This design comes from an exercise in tuning for small area, a short achievable clock period and few clock cycles per item on the open sky130 flow, not from production work. Only simulation tests tie the RTL to the original design; equivalence was not proved. No activity file was given, so power comes from the tool's default toggle rates.

$ cat design/flow/design.v
package zs_pkg;
    parameter int DATA_W    = 32;
    parameter int WEIGHT_W  = 4;
    parameter int NUM_MAPS  = 8;    
    parameter int CHANNEL_W = 4;
    parameter int PIXEL_W   = 3;
    parameter int LANES     = 2;
    parameter int PASSES    = NUM_MAPS / LANES;
    parameter logic [DATA_W-1:0] STOP_WORD = '1;
endpackage
`timescale 1ns/1ns
module zs_layer_ctrl (
    input  logic [3:0] w,
    output logic [5:0] booth
);
    assign booth[0] = w[0];
    assign booth[1] = w[1] & ~w[0];
    assign booth[2] = w[1];
    assign booth[3] = w[2] ^ w[1];
    assign booth[4] = (w[3] & ~w[2] & ~w[1]) | (~w[3] & w[2] & w[1]);
    assign booth[5] = w[3];
endmodule
`timescale 1ns/1ns
module zs_fetch #(
    parameter int N = 16,
    parameter int W = 5
) (
    input  logic [N-1:0] bits,
    output logic [W-1:0] cnt
);
    if (N == 1) begin : g_leaf
        assign cnt = W'(bits);
    end else begin : g_node
        localparam int H = N / 2;
        logic [W-1:0] lo, hi;
        zs_fetch #(.N(H),     .W(W)) u_lo (.bits(bits[H-1:0]), .cnt(lo));
        zs_fetch #(.N(N - H), .W(W)) u_hi (.bits(bits[N-1:H]), .cnt(hi));
        assign cnt = lo + hi;
    end
endmodule
module zs_first_set #(
    parameter int N = 16,
    parameter int W = 4
) (
    input  logic [N-1:0] pend,
    output logic [W-1:0] idx
);
    always_comb begin
        idx = '0;
        for (int i = N - 1; i >= 0; i--) begin
            if (pend[i]) idx = W'(i);
        end
    end
endmodule
`timescale 1ns/1ns
module zs_pointwise_accum (
    input  logic [15:0] a,
    input  logic [15:0] b,
    input  logic [15:0] c,
    input  logic        ci0,
    input  logic        ci1,
    output logic [15:0] s,
    output logic        co0,
    output logic        co1
);
    logic [15:0] x, y;
    logic [17:0] t;
    assign x   = a ^ b ^ c;
    assign y   = (a & b) | (a & c) | (b & c);
    assign t   = {1'b0, x, 1'b1} + {1'b0, y[14:0], ci0, ci1};
    assign s   = t[16:1];
    assign co0 = y[15];
    assign co1 = t[17];
endmodule
`timescale 1ns/1ns
import zs_pkg::*;
module zs_relu_writer (
    input  logic [DATA_W-1:0] value,
    input  logic [5:0]        booth,    
    output logic [DATA_W-1:0] pp0,
    output logic [DATA_W-1:0] ppx
);
    logic one0, two0, neg0, one1, two1, neg1;
    logic [DATA_W-1:0] v2, pp1;
    assign {neg1, two1, one1, neg0, two0, one0} = booth;
    assign v2  = {value[DATA_W-2:0], 1'b0};
    assign pp0 = ({DATA_W{one0}} & value | {DATA_W{two0}} & v2) ^ {DATA_W{neg0}};
    assign pp1 = ({DATA_W{one1}} & value | {DATA_W{two1}} & v2) ^ {DATA_W{neg1}};
    assign ppx = {pp1[DATA_W-3:0], neg1, neg1};
endmodule
`timescale 1ns/1ns
import zs_pkg::*;
module zs_conv_top #(
    parameter int NUM_PIXELS = 8,
    parameter int IN_ADDR_W  = 12
) (
    input  logic                         clk,
    input  logic                         reset,
    input  logic                         ps_loading,
    output logic [IN_ADDR_W-1:0]         in_addr,
    input  logic [zs_pkg::DATA_W-1:0]    in_rd_value,
    input  logic [zs_pkg::DATA_W-1:0]    in_rd_position,
    output logic [zs_pkg::CHANNEL_W-1:0] weight_addr,
    input  logic [zs_pkg::DATA_W-1:0]    weight_rddata,
    output logic                         out_wr_en,
    output logic [zs_pkg::DATA_W-1:0]    out_wr_addr,
    output logic [zs_pkg::DATA_W-1:0]    out_wr_value,
    output logic [zs_pkg::DATA_W-1:0]    out_wr_position,
    output logic                         pl_need_weights,
    output logic                         pl_need_data
);
    localparam int PASS_W  = $clog2(PASSES);
    localparam int LANE_W  = $clog2(LANES);
    localparam int CELLS   = LANES * NUM_PIXELS;
    localparam int CELL_W  = LANE_W + PIXEL_W;
    localparam int OADDR_W = $clog2(NUM_MAPS * NUM_PIXELS + 1);
    localparam int CNT_W   = $clog2(CELLS + 1);
    localparam int AHEAD   = 4;
    logic                  need;       
    logic                  loading;    
    logic                  first;      
    logic                  issuing;    
    logic [PASS_W-1:0]     ipass;      
    logic [PASS_W-1:0]     wpass;      
    logic [IN_ADDR_W-1:0]  lenm1;      
    logic                  empty;      
    logic                  rd_pend;    
    logic                  rd_last;    
    logic                  s1_v, s2_v, s3_v, s4_v;    
    logic                  s1_e, s2_e, s3_e, s4_e;    
    logic                  s1_stop;                   
    logic [DATA_W-1:0]     v1, v2, v3;
    logic [PIXEL_W-1:0]    p1, p2;
    logic [LANES-1:0][5:0] w3, w4;      
    logic [DATA_W-1:13]    v4;          
    logic [PIXEL_W-1:0]    rsel4;       
    logic [LANES-1:0][1:0] cy4;         
    logic [LANES-1:0][5:0] booth;
    logic [LANES-1:0][NUM_PIXELS-1:0][DATA_W-1:0] acc;
    logic [NUM_PIXELS-1:0] touched;    
    logic [CELLS-1:0]      pend;       
    logic [CELLS-1:0]      pend_n;
    logic [PIXEL_W-1:0]    rsel;       
    logic [NUM_PIXELS-1:0] rd_oh;      
    logic [NUM_PIXELS-1:0] rdh_oh;     
    logic [LANE_W-1:0]     wlane;      
    logic                  wrd;        
    logic                  wr_phase;
    logic                  wdone;
    logic                  wfirst;     
    logic [CNT_W-1:0]      wcnt;       
    logic [CNT_W-1:0]      pcnt;
    logic                  is_stop;
    logic                  start0, startn, more, last_iss;
    logic [CELL_W-1:0]     widx;
    logic [LANES-1:0][DATA_W-1:0] rd;
    logic [LANES-1:0][15:0] sum_lo, sum_hi;
    logic [LANES-1:0][1:0]  cy;
    logic [LANES-1:0][DATA_W-1:0] pp0, ppx, pp0h, ppxh;
    logic [PIXEL_W-1:0]    rsel_n;
    logic [DATA_W-1:0]     wval;
    assign pl_need_weights = need;
    assign pl_need_data    = need;
    assign is_stop  = rd_pend && first && !s1_stop && (in_rd_position == STOP_WORD);
    assign start0   = loading && !ps_loading;
    assign more     = (wpass != PASS_W'(PASSES - 1)) && !empty;
    assign wdone    = wr_phase && !wrd && (pend == '0);
    assign startn   = wr_phase && ((!wfirst && wcnt <= CNT_W'(AHEAD)) || wdone)
                   && (ipass == wpass) && more;
    assign last_iss = (in_addr == lenm1);
    always_ff @(posedge clk) begin
        if (reset) begin
            need    <= 1'b1;
            loading <= 1'b0;
            first   <= 1'b0;
            issuing <= 1'b0;
            ipass   <= '0;
            in_addr <= '0;
            rd_pend <= 1'b0;
            rd_last <= 1'b0;
            lenm1   <= '0;
            empty   <= 1'b0;
        end else begin
            rd_pend <= 1'b0;
            rd_last <= 1'b0;
            if (need && ps_loading) begin
                need    <= 1'b0;
                loading <= 1'b1;
                ipass   <= '0;
            end
            if (start0) begin
                loading <= 1'b0;
                first   <= 1'b1;
                in_addr <= IN_ADDR_W'(1);
                rd_pend <= 1'b1;
            end
            if (first) begin
                if (s1_stop) begin
                    first   <= 1'b0;
                    in_addr <= '0;
                    lenm1   <= in_addr - IN_ADDR_W'(3);
                    empty   <= (in_addr == IN_ADDR_W'(2));
                end else begin
                    in_addr <= in_addr + 1'b1;
                    rd_pend <= 1'b1;
                end
            end
            if (startn || issuing) begin
                rd_pend <= 1'b1;
                rd_last <= last_iss;
                issuing <= !last_iss;
                in_addr <= last_iss ? '0 : in_addr + 1'b1;
            end
            if (startn) begin
                ipass <= ipass + 1'b1;
            end
            if (wdone && !more) begin
                need <= 1'b1;   
            end
        end
    end
    always_ff @(posedge clk) begin
        v1          <= in_rd_value;
        p1          <= in_rd_position[PIXEL_W-1:0];
        weight_addr <= in_rd_position[8 +: CHANNEL_W];
        v2          <= v1;
        p2          <= p1;
        v3          <= v2;
        w3          <= booth;
        v4          <= v3[DATA_W-1:13];
        w4          <= w3;
        rsel4       <= rsel;
        cy4         <= cy;
        if (reset) begin
            s1_v    <= 1'b0;
            s2_v    <= 1'b0;
            s3_v    <= 1'b0;
            s4_v    <= 1'b0;
            s1_e    <= 1'b0;
            s2_e    <= 1'b0;
            s3_e    <= 1'b0;
            s4_e    <= 1'b0;
            s1_stop <= 1'b0;
        end else begin
            s1_v    <= rd_pend && !is_stop && !(first && s1_stop);
            s1_e    <= is_stop || (rd_pend && rd_last);
            s1_stop <= is_stop;
            s2_v    <= s1_v;
            s2_e    <= s1_e;
            s3_v    <= s2_v;
            s3_e    <= s2_e;
            s4_v    <= s3_v;
            s4_e    <= s3_e;
        end
    end
    for (genvar l = 0; l < LANES; l++) begin : g_booth
        zs_layer_ctrl u_rec (
            .w     (weight_rddata[(ipass*LANES + l)*WEIGHT_W +: WEIGHT_W]),
            .booth (booth[l])
        );
    end
    always_comb begin
        for (int l = 0; l < LANES; l++) begin
            rd[l] = '0;
            for (int p = 0; p < NUM_PIXELS; p++) begin
                rd[l][15:0]  = rd[l][15:0]  | (acc[l][p][15:0]  & {16{rd_oh[p]}});
                rd[l][31:16] = rd[l][31:16] | (acc[l][p][31:16] & {16{rdh_oh[p]}});
            end
        end
    end
    for (genvar l = 0; l < LANES; l++) begin : g_lane
        zs_relu_writer u_pp (
            .value (v3),
            .booth (w3[l]),
            .pp0   (pp0[l]),
            .ppx   (ppx[l])
        );
        zs_relu_writer u_pph (
            .value ({v4, 13'b0}),
            .booth (w4[l]),
            .pp0   (pp0h[l]),
            .ppx   (ppxh[l])
        );
        zs_pointwise_accum u_lo (
            .a   (rd[l][15:0]),
            .b   (pp0[l][15:0]),
            .c   (ppx[l][15:0]),
            .ci0 (w3[l][2]),
            .ci1 (w3[l][5]),
            .s   (sum_lo[l]),
            .co0 (cy[l][0]),
            .co1 (cy[l][1])
        );
        zs_pointwise_accum u_hi (
            .a   (rd[l][31:16]),
            .b   (pp0h[l][31:16]),
            .c   (ppxh[l][31:16]),
            .ci0 (cy4[l][0]),
            .ci1 (cy4[l][1]),
            .s   (sum_hi[l]),
            .co0 (),
            .co1 ()
        );
    end
    always_ff @(posedge clk) begin
        for (int l = 0; l < LANES; l++) begin
            for (int p = 0; p < NUM_PIXELS; p++) begin
                if (s3_v && rsel  == PIXEL_W'(p)) acc[l][p][15:0]  <= sum_lo[l];
                if (s4_v && rsel4 == PIXEL_W'(p)) acc[l][p][31:16] <= sum_hi[l];
            end
        end
    end
    always_comb begin
        pend_n = pend;
        if (wrd) pend_n[{wlane, rsel}] = 1'b0;
    end
    zs_first_set #(.N(CELLS), .W(CELL_W)) u_pick (
        .pend (pend_n),
        .idx  (widx)
    );
    zs_fetch #(.N(CELLS), .W(CNT_W)) u_count (
        .bits (pend),
        .cnt  (pcnt)
    );
    assign wval   = rd[wlane];
    assign rsel_n = s2_v ? p2 : widx[PIXEL_W-1:0];
    logic                 o_stop;
    logic [PASS_W-1:0]    o_pass;
    logic [LANE_W-1:0]    o_lane;
    logic [PIXEL_W-1:0]   o_pix;
    logic [OADDR_W-1:0]   o_addr;
    always_ff @(posedge clk) begin
        rsel    <= rsel_n;
        if (s2_v && !(!s3_e && (touched[p2] || (s3_v && rsel == p2)))) rd_oh <= '0;
        else rd_oh <= NUM_PIXELS'(1) << rsel_n;
        if (s3_v) rdh_oh <= rd_oh;
        else      rdh_oh <= NUM_PIXELS'(1) << rsel_n;
        wlane <= widx[PIXEL_W +: LANE_W];
        if (reset) begin
            touched   <= '0;
            pend      <= '0;
            wr_phase  <= 1'b0;
            wrd       <= 1'b0;
            wfirst    <= 1'b0;
            wcnt      <= '0;
            wpass     <= '0;
            out_wr_en <= 1'b0;
            o_addr    <= '0;
        end else begin
            if (need) o_addr <= '0;
            else      o_addr <= o_addr + OADDR_W'(out_wr_en);
            wrd       <= wr_phase && (pend_n != '0);
            wfirst    <= s4_e;
            if (wfirst)   wcnt <= pcnt;
            else if (wrd) wcnt <= wcnt - 1'b1;
            out_wr_en <= (wrd && wval != '0) || (wdone && !more);
            if (s3_v) touched[rsel] <= 1'b1;
            if (s3_e) touched <= '0;
            if (s4_v) begin
                for (int l = 0; l < LANES; l++) pend[l*NUM_PIXELS + rsel4] <= !sum_hi[l][15];
            end
            if (s4_e) begin
                wr_phase <= 1'b1;
                wpass    <= ipass;
            end
            if (wrd)   pend     <= pend_n;
            if (wdone) wr_phase <= 1'b0;
        end
    end
    always_ff @(posedge clk) begin
        o_stop       <= !wrd;
        o_pass       <= wpass;
        o_lane       <= wlane;
        o_pix        <= rsel;
        out_wr_value <= wrd ? wval : STOP_WORD;
    end
    assign out_wr_addr     = DATA_W'(o_addr);
    assign out_wr_position = o_stop ? STOP_WORD
                           : (DATA_W'({o_pass, o_lane}) << 8) | DATA_W'(o_pix);
endmodule
$ cat design/flow/constraint.sdc
create_clock -name core_clock -period 10.0 [get_ports {clk}]
set_input_delay 2.0000 -clock core_clock [delete_from_list [all_inputs] [get_ports {clk}]]
set_output_delay 2.0000 -clock core_clock [all_outputs]
set_load 0.01 [all_outputs]
$ cat design/flow/config.mk
export PLATFORM = sky130hd
export DESIGN_NAME = zs_conv_top
export DESIGN_NICKNAME = zs_conv_top
export VERILOG_FILES = /design/flow/design.v
export SDC_FILE = /design/flow/constraint.sdc
export NUM_CORES = 4
export LEC_CHECK = 0
export CAP_MARGIN = 20
export CORE_MARGIN = 2
export CORE_UTILIZATION = 40
export SLEW_MARGIN = 20
$ cat design/flow/standard.sh
#!/bin/bash
# synth_recipe.tcl (not shown) runs the flow's synth.tcl, then flattens the netlist and writes it again
# the make line also repeats each setting of config.mk as NAME=value (left out here)
make -C /OpenROAD-flow-scripts/flow DESIGN_CONFIG=/design/flow/config.mk WORK_HOME=/design/flow/orfs CLKGATE_MAP_FILE= SYNTH_SCRIPT=/design/flow/synth_recipe.tcl "${@:-finish}"
$ cat design/flow/flow/run.sh
#!/bin/bash
# The standard layout, with repair_timing aiming for more setup slack than config.mk
# may ask for. Each tool's full output stays in orfs/logs; make's own output in standard.log.
set -euo pipefail
bash standard.sh SETUP_SLACK_MARGIN=6.5 finish > standard.log 2>&1
==> impl_table.tex, run 1 <==
\begin{tabular}{lr}
\hline
Metric & Value \\
\hline
\multicolumn{2}{l}{\textbf{Global routing}} \\
Via count of the first global-routing pass & 25.1k \\
Pin count of the biggest net entering global routing & 53 \\
GRT Total Usage & 0.223 \\
Number of antenna violations at the first check in global routing & 2 \\
Wire length of the first global-routing pass & 157 mm \\
GRT Residual Overflow & 0 \\
\multicolumn{2}{l}{\textbf{Cells and area}} \\
Synth-to-Final Area Change & 25.6\% \\
Area of combinational cells with multiple inputs & 0.0145 mm\^{}2 \\
Nets@finish & 3399 \\
Count of fill cells added during filler insertion & 7490 \\
Share of final-layout standard cells stronger than drive strength 1 & 0.226 \\
Register Area & 0.0215 mm\^{}2 \\
Layout Utilization & 0.505 \\
\multicolumn{2}{l}{\textbf{Worst setup path}} \\
Max FO, Critical Path & 7 \\
CP peak stage delay & 0.55 ns \\
Critical Path RT & 10.52 ns \\
Startpoint of the worst-slack reg-to-reg timing path & rdh\_oh[6] \\
Cell depth of the worst flop-to-flop path & 16 \\
Critical setup path kind & flop to flop \\
Crit path cell chain & buf\_12 -> buf\_4 -> a22oi\_1 -> nand4\_1 -> buf\_4 -> fa\_1 -> ha\_2 -> a21oi\_2 -> o21ai\_0 -> a21oi\_1 -> o41ai\_4 -> a221o\_2 -> buf\_6 -> and4b\_1 -> o311ai\_1 -> nand3\_1 \\
Top delay family on crit path & compound AO/OA/AOI/OAI gates \\
Critical Path Start Type & flop \\
Crit path max-delay cell type & fa\_1 \\
CP Data Arrival Time & 4.47 ns \\
Reg2Reg Capture Point & pend[6] \\
Most numerous cell on the critical path & buf\_4 \\
Buffer and inverter count on the worst path & 4 \\
Nature of the critical path endpoint & flop \\
Setup slack on the worst flop-to-flop path & 6.05 ns \\
\multicolumn{2}{l}{\textbf{Timing}} \\
RSZ-0062 raised after global routing & true \\
Fin crit share & 0.395 \\
Number of endpoints with negative hold slack in the final report & 0 \\
Final setup violating endpoints & 0 \\
Pins over their slew limit & 0 \\
Rel. slew slack & 0.241 \\
Highest attainable clock frequency & 253 MHz \\
Fin Clk Skew & 0.0336 ns \\
Time the worst path needs with I/O delays and setup & 3.95 ns \\
Hold Worst Slack & 0.317 ns \\
Slew @ Worst Pin & 1.14 ns \\
Total Neg Setup Slack & 0 ns \\
\multicolumn{2}{l}{\textbf{Placement}} \\
Quantity of I/O buffers inserted on ports & 188 \\
Routability cong. & 0.876 \\
Half-perimeter wire length after detailed placement & 61.9 mm \\
\multicolumn{2}{l}{\textbf{CTS}} \\
TritonCTS clock tree & yes \\
Clock latency reported for the late side of the worst-skew pair & 0.66 ns \\
Number of clock buffers inserted by TritonCTS & 87 \\
Clk pin slew, worst setup/hold paths & 0.06 ns \\
Worst-case clock buffer depth & 3 \\
Hold-fix buffers, CTS & 0 \\
Number of clock sinks & 808 \\
Depth of the CTS H-tree & 3 \\
Root cell of the clock tree & clkbuf\_16 \\
\multicolumn{2}{l}{\textbf{Synth}} \\
Sequential area share after synthesis & 0.591 \\
Area contributors post-synth & edfxtp\_1 43\%, dfxtp\_1 16\%, a22oi\_1 7.9\% \\
FFs w/ async S/R, synth & 0 \\
Netlist area before placement & 0.0360 mm\^{}2 \\
Number of unique standard cell types used by synthesis & 97 \\
Total of warnings raised by yosys & 2 \\
Top cell type's share of synthesized area & 0.427 \\
Number of synthesized flops with an enable pin & 512 \\
Leading cell type by number of instances after synthesis & edfxtp\_1 \\
Number of synthesized register bits & 808 \\
Cells after Synth & 2837 \\
Primary FF master, synth & edfxtp\_1 \\
Top post-synthesis cells by count & 512 x edfxtp\_1, 378 x a22oi\_1, 296 x dfxtp\_1 \\
Largest area contributor in the netlist & edfxtp\_1 \\
Synthesized area divided by synthesized cell count & 12.7 um\^{}2 \\
\multicolumn{2}{l}{\textbf{Flow run}} \\
MaxCap Viol Count & 0 \\
\multicolumn{2}{l}{\textbf{Routing}} \\
Amount of wire on met2 after detailed routing & 50.5 mm \\
Number of iterations in the first detailed-routing pass & 6 \\
Initial DRC Count & 2181 \\
Remaining number of nets flagged by the antenna check after routing & 0 \\
Routed WL per cell & 23.9 um \\
Vias after detailed routing & 24.7k \\
Met3 wire length & 7.53 mm \\
Uppermost layer routed & met4 \\
Number of remaining DRC errors & 0 \\
Detailed-route wire length on metal 1 & 43.1 mm \\
Wire length reported by the detailed router & 104 mm \\
Ratio of routed vias to standard cells & 5.64 \\
\multicolumn{2}{l}{\textbf{Die}} \\
I/O pin total & 214 \\
Initial core utilization & 0.402 \\
Vertical extent of the die & 304 um \\
DIE AREA & 0.0925 mm\^{}2 \\
Die boundary width & 304 um \\
Floorplan row count & 110 \\
Core ar. & 0.0896 mm\^{}2 \\
\multicolumn{2}{l}{\textbf{Worst hold path}} \\
Count of cells along the worst hold path & 0 \\
Beginning of the worst hold path & p1[1] \\
Worst-case hold path end point & p2[1] \\
Class of the worst hold path & flop to flop \\
\multicolumn{2}{l}{\textbf{Pwr}} \\
Pwr Total & 16.0 mW \\
Power density over the cells & 353 mW/mm\^{}2 \\
Static leakage & 16.1 nW \\
Maximum vdd ir drop & 0.207 mV \\
\multicolumn{2}{l}{\textbf{Outcome}} \\
Run status & complete, no violations \\
\hline
\end{tabular}
==> layer usage <==
| layer | track usage | vias up |
|---|---|---|
| met2 | 0.373 | 1025 |
| met4 | 0.0771 | 0 |
| met3 | 0.0370 | 207 |
| met5 | 0 | - |
| li1 | - | 11000 |
| met1 | 0.293 | 12400 |
==> stage by stage <==
| stage | area, um^2 | worst slack (ns) | std cells |
|---|---|---|---|
| after global routing | 45200 | 5.92 | 4372 |
| after CTS | 44300 | 6.05 | 4342 |
| final | 45200 | 6.05 | 4374 |
| after detailed placement | 38900 | 5.42 | 4039 |
| after global placement | 38900 | 5.53 | 4039 |
| after floorplan | 36500 | 6.28 | 2861 |
==> cells in the final DEF (no fill, tap or decap), drive strengths merged, types with 13 or more instances in the layout <==
master         synthesis  final
xnor2                109    109
nand2                124    124
a211oi                13     13
and3                  14     14
nor3                  27     27
a31oi                 19     19
inv                  172    178
clkbuf               141    115
mux2i                 20     20
o21ai                 59     59
a21oi                 77     77
nor2                 124    124
and4                  33     33
edfxtp               512    512
conb                   1     25
clkdlybuf4s50          0     99
a22oi                378    378
buf                   83    217
nand4                 58     58
dfxtp                296    296
clkinv                 0     30
fa                    74     74
mux2                  19     19
xor2                 121    121
ha                   101    101
and2                  18     18
nand3                 40     40
nor2b                 27     27
dlygate4sd2            0     73
o21a                  16     16
==> cell families after synthesis <==
family	Yosys count	share of synthesized area
simple gates	520	0.0762
mux	49	0.0178
flops	808	0.591
fa+ha+maj	175	0.0762
compound gates	658	0.134
buf+inv	396	0.0478
xor+xnor	230	0.0563
other cells	1	0.000104
==> state kept, by name, indices dropped and copies added, names as in the netlist, 4 cells and up <==
register,cells
v1,32
in_addr,12
v2,32
w4,12
o_addr,7
v3,32
lenm1,12
wcnt,5
rd_oh,8
acc,512
v4,19
touched,8
w3,12
pend,16
cy4,4
weight_addr,4
out_wr_value,32
rdh_oh,8
==> repair_timing <==
item,4_1_cts,5_1_grt
cloned,16,1
setup endpoints to repair,501,337
resized for setup,436,117
setup buffers,127,29
pin swaps,88,84
==> power breakdown <==
part | switching [mW] | total (mW) | internal, mW | leakage, nW
clock | 1.33 | 3.23 | 1.90 | 1.41
combinational | 4.38 | 7.41 | 3.03 | 7.61
sequential | 0.132 | 5.33 | 5.20 | 7.08
==> worst max-delay path by stage <==
stage | startpoint | end | cells past startpoint
3_3_place_gp | rdh_oh[4] | pend[0] | 12
6_report | rdh_oh[6] | pend[6] | 16
2_1_floorplan | rdh_oh[0] | pend[0] | 14
5_1_grt | rdh_oh[6] | pend[10] | 18
4_1_cts | rdh_oh[6] | pend[6] | 14
3_5_place_dp | rdh_oh[4] | pend[0] | 12
==> final cells by class <==
cell class              count  share of cell area
well taps                1176              0.0325
flip-flops and latches    808               0.475
repair buffers            399              0.0925
multi-input cells        1657               0.322
diodes                      2            0.000111
clock buffers             114              0.0528
inverters                 172              0.0143
clock inverters            46              0.0105
Testbench counts, summed over its fixed seeds: cycles 51,050, layers 256.
==> run 2: changes to the inputs <==
--- a/design/flow/config.mk
+++ b/design/flow/config.mk
@@ -9,3 +9,6 @@
 export CORE_MARGIN = 2
 export CORE_UTILIZATION = 40
+export CTS_CLUSTER_DIAMETER = 80
+export CTS_CLUSTER_SIZE = 25
 export SLEW_MARGIN = 20
+export TNS_END_PERCENT = 5
==> run 2 against run 1 <==
- die area unchanged
- worst setup slack worse by 0.048 ns
- largest power group unchanged
- final cell count shrank 2.8%
- via count fell by 2.7%
- highest routed layer unchanged
- clock power down 37%
- sequential power about the same
- synthesized area is the same
- synthesized cell count stayed put
- still clean on timing, DRC and antenna
- design area fell by 5.5%
- critical endpoint is now pend[0]
==> impl_table.tex, run 2 <==
\begin{tabular}{lr}
\hline
Metric & Value \\
\hline
\multicolumn{2}{l}{\textbf{CTS}} \\
TritonCTS clock tree & yes \\
Clock latency reported for the late side of the worst-skew pair & 0.63 ns (-0.03 ns) \\
Worst-case clock buffer depth & 3 (unchanged) \\
Depth of the CTS H-tree & 2 (-1) \\
Number of clock sinks & 808 (unchanged) \\
Hold-fix buffers, CTS & 0 (unchanged) \\
Clk pin slew, worst setup/hold paths & 0.10 ns (+0.04 ns) \\
Number of clock buffers inserted by TritonCTS & 44 (-49\%) \\
Root cell of the clock tree & clkbuf\_16 \\
\multicolumn{2}{l}{\textbf{Pwr}} \\
Clock Power Share & 0.145 (-0.057) \\
Sequential share of power & 0.385 (+0.051) \\
Switching part of the total & 0.387 (+0.0218) \\
Part of the power in combinational logic & 0.469 (+0.005) \\
Power density over the cells & 325 mW/mm\^{}2 (-7.9\%) \\
Switching power total & 5.39 mW (-7.8\%) \\
Internal & 8.52 mW (-16\%) \\
Static leakage & 14.9 nW (-7.3\%) \\
Maximum vdd ir drop & 0.182 mV (-12\%) \\
\multicolumn{2}{l}{\textbf{Flow run}} \\
MaxCap Viol Count & 0 (unchanged) \\
\multicolumn{2}{l}{\textbf{Synth}} \\
Primary FF master, synth & edfxtp\_1 \\
Top cell type's share of synthesized area & 0.427 (unchanged) \\
Largest area contributor in the netlist & edfxtp\_1 \\
Total of warnings raised by yosys & 2 (unchanged) \\
Number of synthesized register bits & 808 (unchanged) \\
Netlist area before placement & 0.0360 mm\^{}2 (unchanged) \\
Number of synthesized flops with an enable pin & 512 (unchanged) \\
Cells after Synth & 2837 (unchanged) \\
Synthesized area divided by synthesized cell count & 12.7 um\^{}2 (unchanged) \\
Number of unique standard cell types used by synthesis & 97 (unchanged) \\
Sequential area share after synthesis & 0.591 (unchanged) \\
Top post-synthesis cells by count & 512 x edfxtp\_1, 378 x a22oi\_1, 296 x dfxtp\_1 \\
Area contributors post-synth & edfxtp\_1 43\%, dfxtp\_1 16\%, a22oi\_1 7.9\% \\
FFs w/ async S/R, synth & 0 (unchanged) \\
Leading cell type by number of instances after synthesis & edfxtp\_1 \\
\multicolumn{2}{l}{\textbf{Routing}} \\
Remaining number of nets flagged by the antenna check after routing & 0 (unchanged) \\
Met3 wire length & 8.44 mm (+12\%) \\
Number of remaining DRC errors & 0 (unchanged) \\
Wire length reported by the detailed router & 99.5 mm (-4.7\%) \\
Ratio of routed vias to standard cells & 5.64 (about the same) \\
Amount of wire on met2 after detailed routing & 46.4 mm (-8.1\%) \\
Initial DRC Count & 2041 (-6.4\%) \\
Uppermost layer routed & met4 \\
Vias after detailed routing & 24.0k (-2.7\%) \\
Routed WL per cell & 23.4 um (-2.0\%) \\
Number of iterations in the first detailed-routing pass & 6 (unchanged) \\
Detailed-route wire length on metal 1 & 41.3 mm (-4.3\%) \\
\multicolumn{2}{l}{\textbf{Placement}} \\
Placed Cells & 4044 (+0.12\%) \\
Routability cong. & 0.875 (about the same) \\
Post-Place Setup Slack & 4.92 ns (-0.495 ns) \\
Half-perimeter wire length after detailed placement & 61.3 mm (-0.93\%) \\
Quantity of I/O buffers inserted on ports & 188 (unchanged) \\
\multicolumn{2}{l}{\textbf{Timing}} \\
Rel. slew slack & 0.223 (-0.0180) \\
Time the worst path needs with I/O delays and setup & 3.99 ns (+0.0481 ns) \\
Hold Worst Slack & 0.320 ns (+0.00301 ns) \\
Fin crit share & 0.399 (+0.00481) \\
RSZ-0062 raised after global routing & true \\
Final setup violating endpoints & 0 (unchanged) \\
Total Neg Setup Slack & 0 ns (unchanged) \\
Highest attainable clock frequency & 250 MHz (-1.2\%) \\
Number of endpoints with negative hold slack in the final report & 0 (unchanged) \\
Pins over their slew limit & 0 (unchanged) \\
Slew @ Worst Pin & 1.17 ns (+0.0271 ns) \\
Fin Clk Skew & 0.0482 ns (+0.0146 ns) \\
Min setup slack post-route & 6.01 ns (-0.0481 ns) \\
\multicolumn{2}{l}{\textbf{Die}} \\
I/O pin total & 214 (unchanged) \\
Core ar. & 0.0896 mm\^{}2 (unchanged) \\
DIE AREA & 0.0925 mm\^{}2 (unchanged) \\
Floorplan row count & 110 (unchanged) \\
Die boundary width & 304 um (unchanged) \\
Vertical extent of the die & 304 um (unchanged) \\
Initial core utilization & 0.402 (unchanged) \\
\multicolumn{2}{l}{\textbf{Worst setup path}} \\
Cell depth of the worst flop-to-flop path & 13 (-3) \\
Crit path cell chain & buf\_4 -> a22oi\_1 -> nand4\_1 -> fa\_1 -> ha\_4 -> a211oi\_2 -> nor2\_2 -> o41ai\_4 -> o41ai\_4 -> a221o\_2 -> xnor2\_4 -> o311a\_1 -> a2111oi\_4 \\
Startpoint of the worst-slack reg-to-reg timing path & rdh\_oh[1] \\
Critical setup path kind & flop to flop \\
Most numerous cell on the critical path & o41ai\_4 \\
Critical Path Start Type & flop \\
Nature of the critical path endpoint & flop \\
Setup slack on the worst flop-to-flop path & 6.01 ns (-0.05 ns) \\
Top delay family on crit path & compound AO/OA/AOI/OAI gates \\
Crit path max-delay cell type & fa\_1 \\
CP Data Arrival Time & 4.50 ns (+0.03 ns) \\
Critical Path RT & 10.51 ns (about the same) \\
Max FO, Critical Path & 8 (+1) \\
Reg2Reg Capture Point & pend[0] \\
CP peak stage delay & 0.64 ns (+0.09 ns) \\
Buffer and inverter count on the worst path & 1 (-3) \\
\multicolumn{2}{l}{\textbf{Global routing}} \\
Via count of the first global-routing pass & 24.2k (-3.9\%) \\
Number of antenna violations at the first check in global routing & 0 (-2) \\
GRT Residual Overflow & 0 (unchanged) \\
Pin count of the biggest net entering global routing & 47 (-11\%) \\
Wire length of the first global-routing pass & 147 mm (-6.4\%) \\
GRT Total Usage & 0.208 (-0.0144) \\
\multicolumn{2}{l}{\textbf{Outcome}} \\
Run status & complete, no violations \\
\multicolumn{2}{l}{\textbf{Worst hold path}} \\
Count of cells along the worst hold path & 0 (unchanged) \\
Class of the worst hold path & flop to flop \\
Beginning of the worst hold path & v3[26] \\
Worst-case hold path end point & v4[26] \\
\multicolumn{2}{l}{\textbf{Cells and area}} \\
Share of final-layout standard cells stronger than drive strength 1 & 0.161 (-0.0646) \\
Most frequent standard cell in the layout excluding fill and tap cells & edfxtp\_1 \\
Layout Utilization & 0.477 (-0.0277) \\
Final Non-Filler Cells & 4253 (-2.8\%) \\
Nets@finish & 3315 (-2.5\%) \\
Most frequent cells in the layout & 512 x edfxtp\_1, 346 x a22oi\_1, 253 x dfxtp\_1 \\
Synth-to-Final Area Change & 18.7\% \\
Register containing the most flip-flops in the final layout & acc \\
Max FFs per register & 512 (unchanged) \\
\hline
\end{tabular}
run 2: cells by family (layout without fill, tap and decap cells):
logic type | after synthesis | count (layout) | share of synthesized area
DFF | 808 | 808 | 0.591
and+or+nand+nor | 520 | 520 | 0.0762
AOI/OAI and AO/OA | 658 | 658 | 0.134
muxes | 49 | 49 | 0.0178
buffers and inverters | 396 | 610 | 0.0478
xor gates and xnor gates | 230 | 230 | 0.0563
adders and majority gates | 175 | 175 | 0.0762
other | 1 | 27 | 0.000104
run 2: layout make-up:
cell class / count / area, um^2
diodes: 2 / 5.00
clock buffers: 58 / 1160
clock inverters: 22 / 246
fillers: 7788 / 46900
inverters: 172 / 646
multi-input cells: 1657 / 13900
flip-flops and latches: 808 / 21400
well taps: 1176 / 1470
repair buffers: 358 / 3850
run 2: worst max path at each step:
stage                    from       end  slack [ns]  cells past startpoint
detailed placement   rd_oh[4]  acc[335]        4.92                     12
CTS                 rdh_oh[6]   pend[3]        6.11                     13
global route        rdh_oh[1]   pend[0]        5.88                     14
global placement     rd_oh[4]  acc[271]        5.08                     14
finish              rdh_oh[1]   pend[0]        6.01                     13
floorplan           rdh_oh[0]   pend[0]        6.28                     14
run 2: power groups by stage:
stage	combinational [mW]	sequential [mW]	clock, mW
after floorplan	3.64	5.30	0
after global placement	4.90	5.49	0
after CTS	5.90	5.37	2.06
after detailed placement	5.11	5.49	0
after global routing	7.04	5.37	2.18
final	6.53	5.36	2.02
run 2: what timing repair did:
item                                   in CTS  in global routing
cloned                                     11                  0
setup buffers                              82                 34
endpoints found under the hold margin       0                  0
pin swaps                                  49                 49
gates resized for setup                   164                100
setup endpoints to repair                 544                479
run 2: per-layer routing:
layer  vias to the layer above  global-route usage
li1                      10800                   -
met1                     12000               0.276
met2                      1006               0.336
met3                       181              0.0466
met4                         0              0.0737
met5                         -                   0
run 2: worst register-to-register path: cells and delay by family (launching register included):
kind                     cells  cell delay, ns
AO/OA/AOI/OAI                7            1.90
adder cells (fa/ha/maj)      2            0.87
flip-flops                   1            0.41
AND/OR/NAND/NOR              2            0.37
XOR/XNOR                     1            0.17
buffers and inverters        1            0.15
run 2: per-stage QoR:
step / total power [mW] / area, um^2
floorplan: 8.94 / 36400
global placement: 10.4 / 38900
detailed placement: 10.6 / 38900
CTS: 13.3 / 42100
global route: 14.6 / 42700
finish: 13.9 / 42700
==> run 3: changes to the inputs <==
--- a/design/flow/design.v
+++ b/design/flow/design.v
@@ -139,4 +139,5 @@
     logic [LANES-1:0][NUM_PIXELS-1:0][DATA_W-1:0] acc;
     logic [NUM_PIXELS-1:0] touched;    
+    logic [CELLS-1:0]      todo;       
     logic [CELLS-1:0]      pend;       
     logic [CELLS-1:0]      pend_n;
@@ -312,4 +313,11 @@
     end
     always_comb begin
+        for (int l = 0; l < LANES; l++) begin
+            for (int p = 0; p < NUM_PIXELS; p++) begin
+                pend[l*NUM_PIXELS + p] = todo[l*NUM_PIXELS + p] && !acc[l][p][DATA_W-1];
+            end
+        end
+    end
+    always_comb begin
         pend_n = pend;
         if (wrd) pend_n[{wlane, rsel}] = 1'b0;
@@ -339,5 +347,5 @@
         if (reset) begin
             touched   <= '0;
-            pend      <= '0;
+            todo      <= '0;
             wr_phase  <= 1'b0;
             wrd       <= 1'b0;
@@ -358,5 +366,5 @@
             if (s3_e) touched <= '0;
             if (s4_v) begin
-                for (int l = 0; l < LANES; l++) pend[l*NUM_PIXELS + rsel4] <= !sum_hi[l][15];
+                for (int l = 0; l < LANES; l++) todo[l*NUM_PIXELS + rsel4] <= 1'b1;
             end
             if (s4_e) begin
@@ -364,5 +372,6 @@
                 wpass    <= ipass;
             end
-            if (wrd)   pend     <= pend_n;
+            if (wrd)   todo     <= todo & pend_n;
+            if (wdone) todo     <= '0;
             if (wdone) wr_phase <= 1'b0;
         end
==> run 3 against run 2 <==
- non-clock buffer count is 40 lower
- utilization is 0.12 points lower
- clock-buffer cell count is 5 higher
- sequential power is about 20% lower
- register-to-register slack better by 0.21 ns
- wire length is 0.16% lower
- design area is 1.5% lower
- combinational power is 67% lower
- fmax is 5.5% higher
- synthesized cell count is 0.92% lower
- total power is 39% lower
==> impl_table.tex, run 3 <==
\begin{tabular}{lr}
\hline
Metric & Value \\
\hline
\multicolumn{2}{l}{\textbf{Die}} \\
DIE AREA & 0.0918 mm\^{}2 (-0.73\%) \\
I/O pin total & 214 (unchanged) \\
Floorplan row count & 109 (-0.91\%) \\
Core ar. & 0.0885 mm\^{}2 (-1.2\%) \\
Vertical extent of the die & 303 um (-0.36\%) \\
Die boundary width & 303 um (-0.36\%) \\
Initial core utilization & 0.404 (+0.00194) \\
\multicolumn{2}{l}{\textbf{Cells and area}} \\
Share of final-layout standard cells stronger than drive strength 1 & 0.156 (-0.00572) \\
Register containing the most flip-flops in the final layout & acc \\
Max FFs per register & 512 (unchanged) \\
Most frequent cells in the layout & 512 x edfxtp\_1, 366 x a22oi\_1, 233 x dfxtp\_1 \\
Nets@finish & 3246 (-2.1\%) \\
Final Non-Filler Cells & 4173 (-1.9\%) \\
Final standard cell area without fillers & 0.0421 mm\^{}2 (-1.5\%) \\
Synth-to-Final Area Change & 17.8\% \\
Number of inserted diodes & 0 (-2) \\
Most frequent standard cell in the layout excluding fill and tap cells & edfxtp\_1 \\
\multicolumn{2}{l}{\textbf{CTS}} \\
Number of clock sinks & 808 (unchanged) \\
Clock latency reported for the late side of the worst-skew pair & 0.63 ns (about the same) \\
Clk pin slew, worst setup/hold paths & 0.10 ns (about the same) \\
Root cell of the clock tree & clkbuf\_16 \\
Depth of the CTS H-tree & 2 (unchanged) \\
Hold-fix buffers, CTS & 0 (unchanged) \\
Worst-case clock buffer depth & 3 (unchanged) \\
TritonCTS clock tree & yes \\
Number of clock buffers inserted by TritonCTS & 44 (unchanged) \\
\multicolumn{2}{l}{\textbf{Timing}} \\
Fin crit share & 0.378 (-0.0210) \\
Fin Clk Skew & 0.0268 ns (-0.0214 ns) \\
Number of endpoints with negative hold slack in the final report & 0 (unchanged) \\
Time the worst path needs with I/O delays and setup & 3.78 ns (-0.210 ns) \\
Total Neg Setup Slack & 0 ns (unchanged) \\
RSZ-0062 raised after global routing & true \\
Highest attainable clock frequency & 264 MHz (+5.5\%) \\
Final setup violating endpoints & 0 (unchanged) \\
Rel. slew slack & 0.258 (+0.0351) \\
Slew @ Worst Pin & 1.11 ns (-0.0526 ns) \\
Pins over their slew limit & 0 (unchanged) \\
\multicolumn{2}{l}{\textbf{Routing}} \\
Number of iterations in the first detailed-routing pass & 23 (+17) \\
Ratio of routed vias to standard cells & 5.61 (-0.56\%) \\
Wire length reported by the detailed router & 99.3 mm (-0.16\%) \\
Remaining number of nets flagged by the antenna check after routing & 0 (unchanged) \\
Number of remaining DRC errors & 0 (unchanged) \\
Vias after detailed routing & 23.4k (-2.4\%) \\
Initial DRC Count & 2118 (+3.8\%) \\
Routed WL per cell & 23.8 um (+1.7\%) \\
\multicolumn{2}{l}{\textbf{Worst setup path}} \\
Critical Path Start Type & flop \\
Critical setup path kind & flop to flop \\
CP Data Arrival Time & 4.13 ns (-0.37 ns) \\
Critical Path RT & 10.35 ns (-0.16 ns) \\
Startpoint of the worst-slack reg-to-reg timing path & rd\_oh[5] \\
Max FO, Critical Path & 16 (+8) \\
Crit path from & rd\_oh[5] \\
Nature of the critical path endpoint & flop \\
\multicolumn{2}{l}{\textbf{Placement}} \\
Dpl cell area & 0.0384 mm\^{}2 (-1.3\%) \\
Half-perimeter wire length after detailed placement & 59.2 mm (-3.5\%) \\
Routability cong. & 0.859 (-1.8\%) \\
Placed Cells & 3985 (-1.5\%) \\
Quantity of I/O buffers inserted on ports & 188 (unchanged) \\
\multicolumn{2}{l}{\textbf{Outcome}} \\
Run status & complete, no violations \\
\multicolumn{2}{l}{\textbf{Synth}} \\
Top post-synthesis cells by count & 512 x edfxtp\_1, 381 x a22oi\_1, 296 x dfxtp\_1 \\
Total of warnings raised by yosys & 2 (unchanged) \\
Leading cell type by number of instances after synthesis & edfxtp\_1 \\
Sequential area share after synthesis & 0.596 (+0.00439) \\
Primary FF master, synth & edfxtp\_1 \\
Largest area contributor in the netlist & edfxtp\_1 \\
Netlist area before placement & 0.0358 mm\^{}2 (-0.74\%) \\
Area contributors post-synth & edfxtp\_1 43\%, dfxtp\_1 17\%, a22oi\_1 8.0\% \\
Number of synthesized register bits & 808 (unchanged) \\
Number of synthesized flops with an enable pin & 512 (unchanged) \\
Cells after Synth & 2811 (-0.92\%) \\
Top cell type's share of synthesized area & 0.430 (+0.00317) \\
Synthesized area divided by synthesized cell count & 12.7 um\^{}2 (+0.18\%) \\
FFs w/ async S/R, synth & 0 (unchanged) \\
Number of unique standard cell types used by synthesis & 77 (-21\%) \\
\multicolumn{2}{l}{\textbf{Global routing}} \\
GRT Residual Overflow & 0 (unchanged) \\
Number of antenna violations at the first check in global routing & 1 (+1) \\
Wire length of the first global-routing pass & 147 mm (about the same) \\
Pin count of the biggest net entering global routing & 61 (+30\%) \\
GRT Total Usage & 0.213 (+0.00505) \\
Via count of the first global-routing pass & 23.4k (-3.2\%) \\
\multicolumn{2}{l}{\textbf{Pwr}} \\
Maximum vdd ir drop & 0.150 mV (-18\%) \\
Pwr Total & 8.46 mW (-39\%) \\
Static leakage & 14.7 nW (-1.4\%) \\
Power density over the cells & 201 mW/mm\^{}2 (-38\%) \\
\multicolumn{2}{l}{\textbf{Flow run}} \\
MaxCap Viol Count & 0 (unchanged) \\
\multicolumn{2}{l}{\textbf{Worst hold path}} \\
Class of the worst hold path & flop to flop \\
Beginning of the worst hold path & v1[13] \\
\hline
\end{tabular}
-- run 3: changes by cell type in the layout (fill, tap and decap cells not counted), moves of 15 or more --
cell / before / now
xor2_1: 121 / 136
nand4_1: 58 / 33
nor2_1: 114 / 130
dlygate4sd2_1: 6 / 22
xnor2_1: 98 / 75
clkdlybuf4s50_1: 181 / 165
nand2_1: 121 / 104
dfxtp_1: 253 / 233
a22oi_1: 346 / 366
buf_4: 115 / 88
a22oi_2: 32 / 15
-- run 3: final cells by class --
type                       instances  area, um^2
fill                            7671       46400
sequential                       808       21500
multi-input combinational       1625       13700
timing repair buffer             318        3440
tap                             1165        1460
clock buffer                      63        1190
inverter                         178         671
clock inverter                    16         219
-- run 3: layer usage --
metal	up-vias	wire length [um]	GRT usage	share of wire
li1	10600	-	-	-
met1	11800	41300	0.280	0.42
met2	827	48400	0.362	0.49
met3	164	6420	0.0329	0.065
met4	0	3180	0.0699	0.032
met5	-	0	0	0
-- run 3: cells by family (layout without fill, tap and decap cells) --
family,Yosys count,after routing,synth area share
flip-flops,808,808,0.596
AO/OA/AOI/OAI,630,630,0.127
AND/OR/NAND/NOR,517,517,0.0775
buffers and inverters,402,575,0.0489
XOR/XNOR,232,232,0.0568
adder cells (fa/ha/maj),172,172,0.0757
multiplexers,49,49,0.0183
other,1,25,0.000105
-- run 3: timing repair --
| action | CTS | global route |
|---|---|---|
| endpoints found under the setup margin | 479 | 445 |
| resized for setup | 237 | 62 |
| buffers inserted | 85 | 16 |
| pin swaps | 43 | 35 |
| cloned | 8 | 0 |
-- run 3: worst paths after layout --
| path | cells past startpoint | to | slack, ns |
|---|---|---|---|
| setup / recovery | 14 | acc[271] | 6.22 |
| hold / removal | 0 | v2[13] | 0.33 |
| setup reg to reg | 14 | acc[271] | 6.22 |
| hold reg to reg | 0 | v2[13] | 0.33 |
-- run 3: through the flow --
step           utilization  worst slack (ns)  hold WS (ns)
6_report             0.476              6.22         0.326
5_1_grt              0.476              6.12         0.326
4_1_cts              0.471              6.24         0.321
3_5_place_dp         0.434              5.41         0.312
3_3_place_gp         0.434              5.42         0.315
2_1_floorplan            -              6.46         0.310
-- run 3: critical path, stage by stage, from the launching register on --
cell	delay, ns
dfxtp_4	0.37
buf_12	0.15
a22oi_2	0.19
nand4_1	0.22
inv_1	0.13
fa_1	0.43
inv_1	0.11
ha_4	0.21
o21ai_1	0.20
nor2_2	0.07
o41a_1	0.40
a221oi_4	0.31
a21oi_2	0.12
a221oi_2	0.35
xnor2_2	0.19
-- run 3: where the power goes --
part	switching, mW	internal, mW	leakage (nW)
Combinational	1.32	0.806	6.96
Sequential	0.0799	4.23	7.07
Clock	1.13	0.894	0.687
Total	2.53	5.93	14.7
Testbench counts of run 3, summed over its fixed seeds: cycles 51,050, layers 256.
==> run 4: changes to the inputs <==
--- a/design/flow/design.v
+++ b/design/flow/design.v
@@ -333,7 +333,7 @@
     assign wval   = rd[wlane];
     assign rsel_n = s2_v ? p2 : widx[PIXEL_W-1:0];
-    logic                 o_stop;
-    logic [PASS_W-1:0]    o_pass;
-    logic [LANE_W-1:0]    o_lane;
+    logic                 o_stop_hi;    
+    logic                 o_stop_lo;    
+    logic [2:0]           o_map;
     logic [PIXEL_W-1:0]   o_pix;
     logic [OADDR_W-1:0]   o_addr;
@@ -378,12 +378,11 @@
     end
     always_ff @(posedge clk) begin
-        o_stop       <= !wrd;
-        o_pass       <= wpass;
-        o_lane       <= wlane;
-        o_pix        <= rsel;
+        o_stop_hi    <= !wrd;
+        o_stop_lo    <= wdone && !more;
+        o_map        <= wrd ? 3'({wpass, wlane}) : 3'b111;
+        o_pix        <= wrd ? rsel : '1;
         out_wr_value <= wrd ? wval : STOP_WORD;
     end
     assign out_wr_addr     = DATA_W'(o_addr);
-    assign out_wr_position = o_stop ? STOP_WORD
-                           : (DATA_W'({o_pass, o_lane}) << 8) | DATA_W'(o_pix);
+    assign out_wr_position = {{16{o_stop_hi}}, {5{o_stop_lo}}, o_map, {5{o_stop_lo}}, o_pix};
 endmodule
==> run 4 against run 3 <==
- register-to-register slack improved by 0.15 ns
- worst setup slack improved by 0.14 ns
- clock power about the same
- critical endpoint is now in_addr[0]
- largest cell class unchanged
- highest routed layer is now met5
==> impl_table.tex, run 4 <==
\begin{tabular}{lr}
\hline
Metric & Value \\
\hline
\multicolumn{2}{l}{\textbf{Cells and area}} \\
Count of fill cells added during filler insertion & 7865 (+2.5\%) \\
Register Area & 0.0216 mm\^{}2 (+0.41\%) \\
Most frequent cells in the layout & 512 x edfxtp\_1, 360 x a22oi\_1, 233 x dfxtp\_1 \\
Number of inserted diodes & 0 (unchanged) \\
Nets@finish & 3294 (+1.5\%) \\
Share of final-layout standard cells stronger than drive strength 1 & 0.160 (+0.00491) \\
Max FFs per register & 512 (unchanged) \\
Final Non-Filler Cells & 4229 (+1.3\%) \\
Most frequent standard cell in the layout excluding fill and tap cells & edfxtp\_1 \\
Synth-to-Final Area Change & 18.2\% \\
Register containing the most flip-flops in the final layout & acc \\
Area of combinational cells with multiple inputs & 0.0141 mm\^{}2 (+3.0\%) \\
\multicolumn{2}{l}{\textbf{Worst setup path}} \\
Nature of the critical path endpoint & output port \\
CP Data Arrival Time & 1.64 ns (-2.49 ns) \\
Stages on the worst setup path & 1 (-13) \\
Critical Path RT & 8.00 ns (-2.35 ns) \\
Crit path from & in\_addr[0] \\
Top delay family on crit path & buffers and inverters \\
Max FO, Critical Path & 7 (-9) \\
Cell depth of the worst flop-to-flop path & 14 (unchanged) \\
Critical Path Start Type & flop \\
Buffer and inverter count on the worst path & 1 (-2) \\
Crit path cell chain & clkdlybuf4s50\_1 \\
Startpoint of the worst-slack reg-to-reg timing path & rd\_oh[1] \\
Crit path max-delay cell type & clkdlybuf4s50\_1 \\
CP peak stage delay & 0.59 ns (+0.16 ns) \\
Critical setup path kind & flop to output port \\
\multicolumn{2}{l}{\textbf{Die}} \\
I/O pin total & 214 (unchanged) \\
Initial core utilization & 0.403 (-0.00101) \\
Die boundary width & 305 um (+0.63\%) \\
Floorplan row count & 110 (+0.92\%) \\
Core ar. & 0.0899 mm\^{}2 (+1.5\%) \\
DIE AREA & 0.0930 mm\^{}2 (+1.3\%) \\
Vertical extent of the die & 305 um (+0.63\%) \\
\multicolumn{2}{l}{\textbf{Routing}} \\
Number of iterations in the first detailed-routing pass & 6 (-74\%) \\
Initial DRC Count & 2012 (-5.0\%) \\
Number of remaining DRC errors & 0 (unchanged) \\
Remaining number of nets flagged by the antenna check after routing & 0 (unchanged) \\
Ratio of routed vias to standard cells & 5.71 (+1.9\%) \\
Wire length reported by the detailed router & 104 mm (+4.8\%) \\
Vias after detailed routing & 24.2k (+3.2\%) \\
Routed WL per cell & 24.6 um (+3.4\%) \\
\multicolumn{2}{l}{\textbf{Timing}} \\
Pins over their slew limit & 0 (unchanged) \\
RSZ-0062 raised after global routing & true \\
Final setup violating endpoints & 0 (unchanged) \\
Fin crit share & 0.364 (-0.0142) \\
Time the worst path needs with I/O delays and setup & 3.64 ns (-0.142 ns) \\
Highest attainable clock frequency & 275 MHz (+3.9\%) \\
Hold Worst Slack & 0.320 ns (-0.00578 ns) \\
Min setup slack post-route & 6.36 ns (+0.142 ns) \\
Slew @ Worst Pin & 1.14 ns (+0.0230 ns) \\
Fin Clk Skew & 0.0398 ns (+0.0130 ns) \\
Total Neg Setup Slack & 0 ns (unchanged) \\
Rel. slew slack & 0.243 (-0.0154) \\
Number of endpoints with negative hold slack in the final report & 0 (unchanged) \\
\multicolumn{2}{l}{\textbf{Synth}} \\
Synth Area in Simple Gates & 0.0856 (+0.00803) \\
Top cell type's share of synthesized area & 0.425 (-0.00545) \\
Number of synthesized flops with an enable pin & 512 (unchanged) \\
FFs w/ async S/R, synth & 0 (unchanged) \\
Number of unique standard cell types used by synthesis & 84 (+9.1\%) \\
Leading cell type by number of instances after synthesis & edfxtp\_1 \\
Number of synthesized register bits & 812 (+0.50\%) \\
Largest area contributor in the netlist & edfxtp\_1 \\
Fraction of the mapped netlist area in compound gates & 0.129 (+0.00198) \\
Total of warnings raised by yosys & 2 (unchanged) \\
Primary FF master, synth & edfxtp\_1 \\
Sequential area share after synthesis & 0.590 (-0.00534) \\
Cells after Synth & 2860 (+1.7\%) \\
Synthesized-area fraction occupied by xor and xnor cells & 0.0539 (-0.00290) \\
Post-synthesis share of cell area spent on full adders, half adders and majority gates & 0.0748 (-0.000960) \\
Top post-synthesis cells by count & 512 x edfxtp\_1, 382 x a22oi\_1, 300 x dfxtp\_1 \\
Main combinational cell family by area after synthesis & compound AO/OA/AOI/OAI gates \\
Synthesized area divided by synthesized cell count & 12.7 um\^{}2 (-0.45\%) \\
Share of cell area taken by muxes after synthesis & 0.0181 (-0.000198) \\
Netlist area before placement & 0.0362 mm\^{}2 (+1.3\%) \\
Area contributors post-synth & edfxtp\_1 42\%, dfxtp\_1 17\%, a22oi\_1 7.9\% \\
\multicolumn{2}{l}{\textbf{Placement}} \\
Placed Cells & 4060 (+1.9\%) \\
Quantity of I/O buffers inserted on ports & 188 (unchanged) \\
Post-Place Setup Slack & 5.69 ns (+0.283 ns) \\
Routability cong. & 0.881 (+2.5\%) \\
Half-perimeter wire length after detailed placement & 61.8 mm (+4.5\%) \\
\multicolumn{2}{l}{\textbf{CTS}} \\
TritonCTS clock tree & yes \\
Clk pin slew, worst setup/hold paths & 0.10 ns (about the same) \\
Depth of the CTS H-tree & 2 (unchanged) \\
Worst-case clock buffer depth & 3 (unchanged) \\
Root cell of the clock tree & clkbuf\_16 \\
Clock latency reported for the late side of the worst-skew pair & 0.64 ns (about the same) \\
Number of clock buffers inserted by TritonCTS & 44 (unchanged) \\
Number of clock sinks & 812 (+0.50\%) \\
\multicolumn{2}{l}{\textbf{Pwr}} \\
Pwr Total & 8.51 mW (+0.57\%) \\
Maximum vdd ir drop & 0.154 mV (+2.3\%) \\
Static leakage & 15.1 nW (+2.5\%) \\
Power density over the cells & 199 mW/mm\^{}2 (-1.0\%) \\
\multicolumn{2}{l}{\textbf{Outcome}} \\
Run status & complete, no violations \\
\multicolumn{2}{l}{\textbf{Global routing}} \\
Pin count of the biggest net entering global routing & 73 (+20\%) \\
Wire length of the first global-routing pass & 153 mm (+3.9\%) \\
Via count of the first global-routing pass & 24.1k (+3.2\%) \\
GRT Residual Overflow & 0 (unchanged) \\
GRT Total Usage & 0.216 (+0.00312) \\
Number of antenna violations at the first check in global routing & 2 (+1) \\
\multicolumn{2}{l}{\textbf{Flow run}} \\
MaxCap Viol Count & 0 (unchanged) \\
\multicolumn{2}{l}{\textbf{Worst hold path}} \\
Beginning of the worst hold path & v2[6] \\
Count of cells along the worst hold path & 0 (unchanged) \\
Class of the worst hold path & flop to flop \\
\hline
\end{tabular}
## run 4: cells by family after synthesis
group | after synthesis
AND/OR/NAND/NOR | 565
multiplexers | 49
adder cells (fa/ha/maj) | 172
AO/OA/AOI/OAI | 637
buffers and inverters | 401
other | 1
XOR/XNOR | 223
flip-flops | 812
## run 4: final cells by class
cell class	count	area share
flip-flops and latches	812	0.504
multi-input cells	1671	0.329
repair buffers	316	0.0837
well taps	1176	0.0344
clock buffers	57	0.0274
inverters	178	0.0156
clock inverters	19	0.00631
## run 4: repair_timing
| action | CTS | global route |
|---|---|---|
| resized for setup | 218 | 128 |
| hold buffers | 0 | 0 |
| buffers inserted | 36 | 36 |
| cloned | 17 | 4 |
| pin swaps | 20 | 40 |
| endpoints found under the hold margin | 0 | 0 |
| setup endpoints to repair | 483 | 445 |
## run 4: worst paths after layout
kind | end | slack [ns]
max | in_addr[0] | 6.36
min | v3[6] | 0.32
max reg2reg | acc[46] | 6.37
min reg2reg | v3[6] | 0.32
## run 4: power by group
| group | total (mW) | switching (mW) | internal (mW) |
|---|---|---|---|
| clock network | 2.04 | 1.13 | 0.912 |
| logic | 2.15 | 1.36 | 0.791 |
| registers | 4.31 | 0.0825 | 4.23 |
## run 4: routing by layer
metal  routed length, um  global-route usage
met5                  24                   0
met4                3040              0.0647
met3                7910              0.0365
met2               50500               0.366
met1               42700               0.284
## run 4: through the flow
stage	instance area (um^2)	util
global placement	38900	0.432
detailed placement	38900	0.432
CTS	41900	0.466
floorplan	36300	-
global route	42800	0.476
finish	42800	0.476
Testbench counts of run 4, summed over its fixed seeds: cycles 51,050, layers 256.
==> run 5: changes to the inputs <==
==> design/flow/flow/run.sh (replaced) <==
#!/bin/bash
# The standard layout, with repair_timing aiming for more setup slack than config.mk
# may ask for. Each tool's full output stays in orfs/logs; make's own output in standard.log.
set -euo pipefail
bash standard.sh SETUP_SLACK_MARGIN=7 finish > standard.log 2>&1
==> run 5 against run 4 <==
- total power is 0.29% higher
- utilization is 0.77 points higher
- sequential cell count stayed put
- sequential power hardly changed
- clock skew is 0.0022 ns higher
- synthesized cell count stayed put
==> impl_table.tex, run 5 <==
\begin{tabular}{lr}
\hline
Metric & Value \\
\hline
\multicolumn{2}{l}{\textbf{Outcome}} \\
Run status & complete, no violations \\
\multicolumn{2}{l}{\textbf{CTS}} \\
Number of clock sinks & 812 (unchanged) \\
Worst-case clock buffer depth & 3 (unchanged) \\
Number of clock buffers inserted by TritonCTS & 43 (-2.3\%) \\
Root cell of the clock tree & clkbuf\_16 \\
Clk pin slew, worst setup/hold paths & 0.10 ns (about the same) \\
Clock latency reported for the late side of the worst-skew pair & 0.64 ns (about the same) \\
TritonCTS clock tree & yes \\
Depth of the CTS H-tree & 2 (unchanged) \\
\multicolumn{2}{l}{\textbf{Cells and area}} \\
Max FFs per register & 512 (unchanged) \\
Nets@finish & 3349 (+1.7\%) \\
Most frequent cells in the layout & 512 x edfxtp\_1, 368 x a22oi\_1, 230 x dfxtp\_1 \\
Synth-to-Final Area Change & 20.1\% \\
Register containing the most flip-flops in the final layout & acc \\
Most frequent standard cell in the layout excluding fill and tap cells & edfxtp\_1 \\
Final standard cell area without fillers & 0.0435 mm\^{}2 (+1.6\%) \\
Share of final-layout standard cells stronger than drive strength 1 & 0.185 (+0.0242) \\
\multicolumn{2}{l}{\textbf{Synth}} \\
Synthesized area divided by synthesized cell count & 12.7 um\^{}2 (unchanged) \\
Leading cell type by number of instances after synthesis & edfxtp\_1 \\
FFs w/ async S/R, synth & 0 (unchanged) \\
Total of warnings raised by yosys & 2 (unchanged) \\
Sequential area share after synthesis & 0.590 (unchanged) \\
Primary FF master, synth & edfxtp\_1 \\
Number of synthesized register bits & 812 (unchanged) \\
Netlist area before placement & 0.0362 mm\^{}2 (unchanged) \\
Number of synthesized flops with an enable pin & 512 (unchanged) \\
Cells after Synth & 2860 (unchanged) \\
Area contributors post-synth & edfxtp\_1 42\%, dfxtp\_1 17\%, a22oi\_1 7.9\% \\
Largest area contributor in the netlist & edfxtp\_1 \\
Top cell type's share of synthesized area & 0.425 (unchanged) \\
Top post-synthesis cells by count & 512 x edfxtp\_1, 382 x a22oi\_1, 300 x dfxtp\_1 \\
Number of unique standard cell types used by synthesis & 84 (unchanged) \\
\multicolumn{2}{l}{\textbf{Worst setup path}} \\
Max FO, Critical Path & 16 (+9) \\
Reg2Reg Capture Point & out\_wr\_en \\
Critical setup path kind & flop to flop \\
Critical Path Start Type & flop \\
Critical Path RT & 10.49 ns (+2.49 ns) \\
Startpoint of the worst-slack reg-to-reg timing path & rdh\_oh[6] \\
Cell depth of the worst flop-to-flop path & 9 (-5) \\
Setup slack on the worst flop-to-flop path & 6.41 ns (+0.04 ns) \\
Nature of the critical path endpoint & flop \\
CP Data Arrival Time & 4.09 ns (+2.45 ns) \\
Crit path from & rdh\_oh[6] \\
\multicolumn{2}{l}{\textbf{Pwr}} \\
Power density over the cells & 196 mW/mm\^{}2 (-1.3\%) \\
Static leakage & 15.6 nW (+3.1\%) \\
Pwr Total & 8.53 mW (+0.29\%) \\
Maximum vdd ir drop & 0.206 mV (+34\%) \\
\multicolumn{2}{l}{\textbf{Routing}} \\
Number of remaining DRC errors & 0 (unchanged) \\
Remaining number of nets flagged by the antenna check after routing & 0 (unchanged) \\
Wire length reported by the detailed router & 104 mm (+0.20\%) \\
Vias after detailed routing & 24.6k (+2.0\%) \\
Routed WL per cell & 24.3 um (-1.2\%) \\
Ratio of routed vias to standard cells & 5.74 (+0.54\%) \\
Initial DRC Count & 2278 (+13\%) \\
Number of iterations in the first detailed-routing pass & 6 (unchanged) \\
\multicolumn{2}{l}{\textbf{Timing}} \\
Slew @ Worst Pin & 1.11 ns (-0.0239 ns) \\
Fin Clk Skew & 0.0420 ns (+0.00223 ns) \\
Fin crit share & 0.359 (-0.00483) \\
Min setup slack post-route & 6.41 ns (+0.0483 ns) \\
Final setup violating endpoints & 0 (unchanged) \\
Time the worst path needs with I/O delays and setup & 3.59 ns (-0.0483 ns) \\
Rel. slew slack & 0.258 (+0.0149) \\
RSZ-0062 raised after global routing & true \\
Highest attainable clock frequency & 278 MHz (+1.3\%) \\
Pins over their slew limit & 0 (unchanged) \\
Number of endpoints with negative hold slack in the final report & 0 (unchanged) \\
Total Neg Setup Slack & 0 ns (unchanged) \\
Hold Worst Slack & 0.322 ns (+0.00217 ns) \\
\multicolumn{2}{l}{\textbf{Global routing}} \\
GRT Total Usage & 0.221 (+0.00454) \\
Wire length of the first global-routing pass & 157 mm (+2.5\%) \\
Via count of the first global-routing pass & 24.7k (+2.3\%) \\
GRT Residual Overflow & 0 (unchanged) \\
Number of antenna violations at the first check in global routing & 2 (unchanged) \\
Pin count of the biggest net entering global routing & 39 (-47\%) \\
\multicolumn{2}{l}{\textbf{Die}} \\
I/O pin total & 214 (unchanged) \\
Core ar. & 0.0899 mm\^{}2 (unchanged) \\
Vertical extent of the die & 305 um (unchanged) \\
Initial core utilization & 0.403 (unchanged) \\
DIE AREA & 0.0930 mm\^{}2 (unchanged) \\
Die boundary width & 305 um (unchanged) \\
Floorplan row count & 110 (unchanged) \\
\multicolumn{2}{l}{\textbf{Placement}} \\
Dpl cell area & 0.0392 mm\^{}2 (+0.73\%) \\
Post-Place Setup Slack & 5.74 ns (+0.0542 ns) \\
Quantity of I/O buffers inserted on ports & 188 (unchanged) \\
Routability cong. & 0.859 (-2.5\%) \\
Half-perimeter wire length after detailed placement & 61.2 mm (-0.97\%) \\
\multicolumn{2}{l}{\textbf{Flow run}} \\
MaxCap Viol Count & 0 (unchanged) \\
\multicolumn{2}{l}{\textbf{Worst hold path}} \\
Worst-case hold path end point & v2[2] \\
Count of cells along the worst hold path & 0 (unchanged) \\
Beginning of the worst hold path & v1[2] \\
Class of the worst hold path & flop to flop \\
\hline
\end{tabular}
run 5: cell counts after synthesis:
No cell type changed its count.
run 5: worst max-delay path, stage by stage (launching register included):
cell and delay [ns]:
dfxtp_4 0.38, buf_12 0.13, bufbuf_16 0.30, a22oi_1 0.17
nand4_1 0.27, mux2i_2 0.62, nand4_1 0.29, or4_1 0.52
o21ai_0 0.63, a21oi_1 0.14
run 5: worst max-delay path by stage:
stage	endpoint	slack, ns	cells past startpoint
finish	out_wr_en	6.41	9
global route	acc[509]	6.24	15
CTS	wcnt[4]	6.42	15
detailed placement	rdh_oh[4]	5.74	11
global placement	rdh_oh[2]	5.94	11
floorplan	wcnt[1]	6.70	12
run 5: power by group:
group          total, mW  internal, mW  switching, mW
Clock               1.99         0.872           1.12
Combinational       2.23         0.856           1.37
Sequential          4.31          4.23         0.0850
Total               8.53          5.95           2.58
run 5: logic make-up after synthesis:
kind of cell | Yosys count | share of synthesized area
compound gates | 637 | 0.129
xor+xnor | 223 | 0.0539
fa+ha+maj | 172 | 0.0748
buf+inv | 401 | 0.0482
flops | 812 | 0.590
mux | 49 | 0.0181
other cells | 1 | 0.000104
simple gates | 565 | 0.0856
run 5: stage by stage:
step,utilization,instances
CTS,0.476,4257
detailed placement,0.436,4059
global route,0.484,4289
finish,0.484,4290
global placement,0.436,4059
floorplan,-,2884
run 5: repair_timing:
item,4_1_cts,5_1_grt
setup buffers,95,32
gates resized for setup,292,109
hold buffers,0,0
pin swaps,47,41
gates cloned,23,0
endpoints found under the setup margin,601,577
run 5: area by class of cell:
| type | count | area (um^2) |
|---|---|---|
| inverter | 178 | 668 |
| timing repair buffer | 372 | 4110 |
| multi-input combinational | 1671 | 14300 |
| sequential | 812 | 21600 |
| clock buffer | 66 | 1190 |
| clock inverter | 14 | 179 |
| antenna | 1 | 2.50 |
| tap | 1176 | 1470 |
| fill | 7835 | 46400 |
run 5: metal layers:
layer	up-vias	routed length (um)	share of wire	track usage
li1	10900	-	-	-
met1	12500	43200	0.41	0.294
met2	1052	50400	0.48	0.370
met3	193	7000	0.067	0.0309
met4	0	3750	0.036	0.0766
met5	-	0	0	0

==> separate check: timing with driven ports <==
How much do the figures lean on ideal ports? The routed layouts below were timed once more, with nothing changed but the port constraints.
Step 1 (the two cells are an assumption about what drives the block):
set clk [get_ports {clk}]
set_driving_cell -lib_cell sky130_fd_sc_hd__clkbuf_16 $clk
set_driving_cell -lib_cell sky130_fd_sc_hd__buf_2 [delete_from_list [all_inputs] $clk]
Step 2, shift: input delay + t, output delay - t, t = (earliest + latest rising clock arrival at the registers) / 2. This alone moves slack from input paths to output paths.
Slacks: no drivers / after step 1 / after step 2; pairs: no drivers / after step 1.
| run | t, ns | setup WS [ns] | hold slack, ns |
|---|---|---|---|
| run 1 | 0.710 | 6.055 / 6.055 / 6.035 | 0.317 / 0.317 / 0.317 |
| run 2 | 0.670 | 6.006 / 6.006 / 5.903 | 0.320 / 0.320 / 0.320 |
| run 3 | 0.690 | 6.216 / 6.216 / 6.026 | 0.326 / 0.326 / 0.326 |
| run 4 | 0.690 | 6.358 / 6.288 / 5.772 | 0.320 / 0.320 / 0.320 |
| run 5 | 0.692 | 6.406 / 6.388 / 6.035 | 0.322 / 0.322 / 0.322 |
After both steps every run listed still meets setup and hold. For run 4, which loses most, drivers alone change the setup slack by -0.070 ns; drivers and shift together by -0.586 ns.
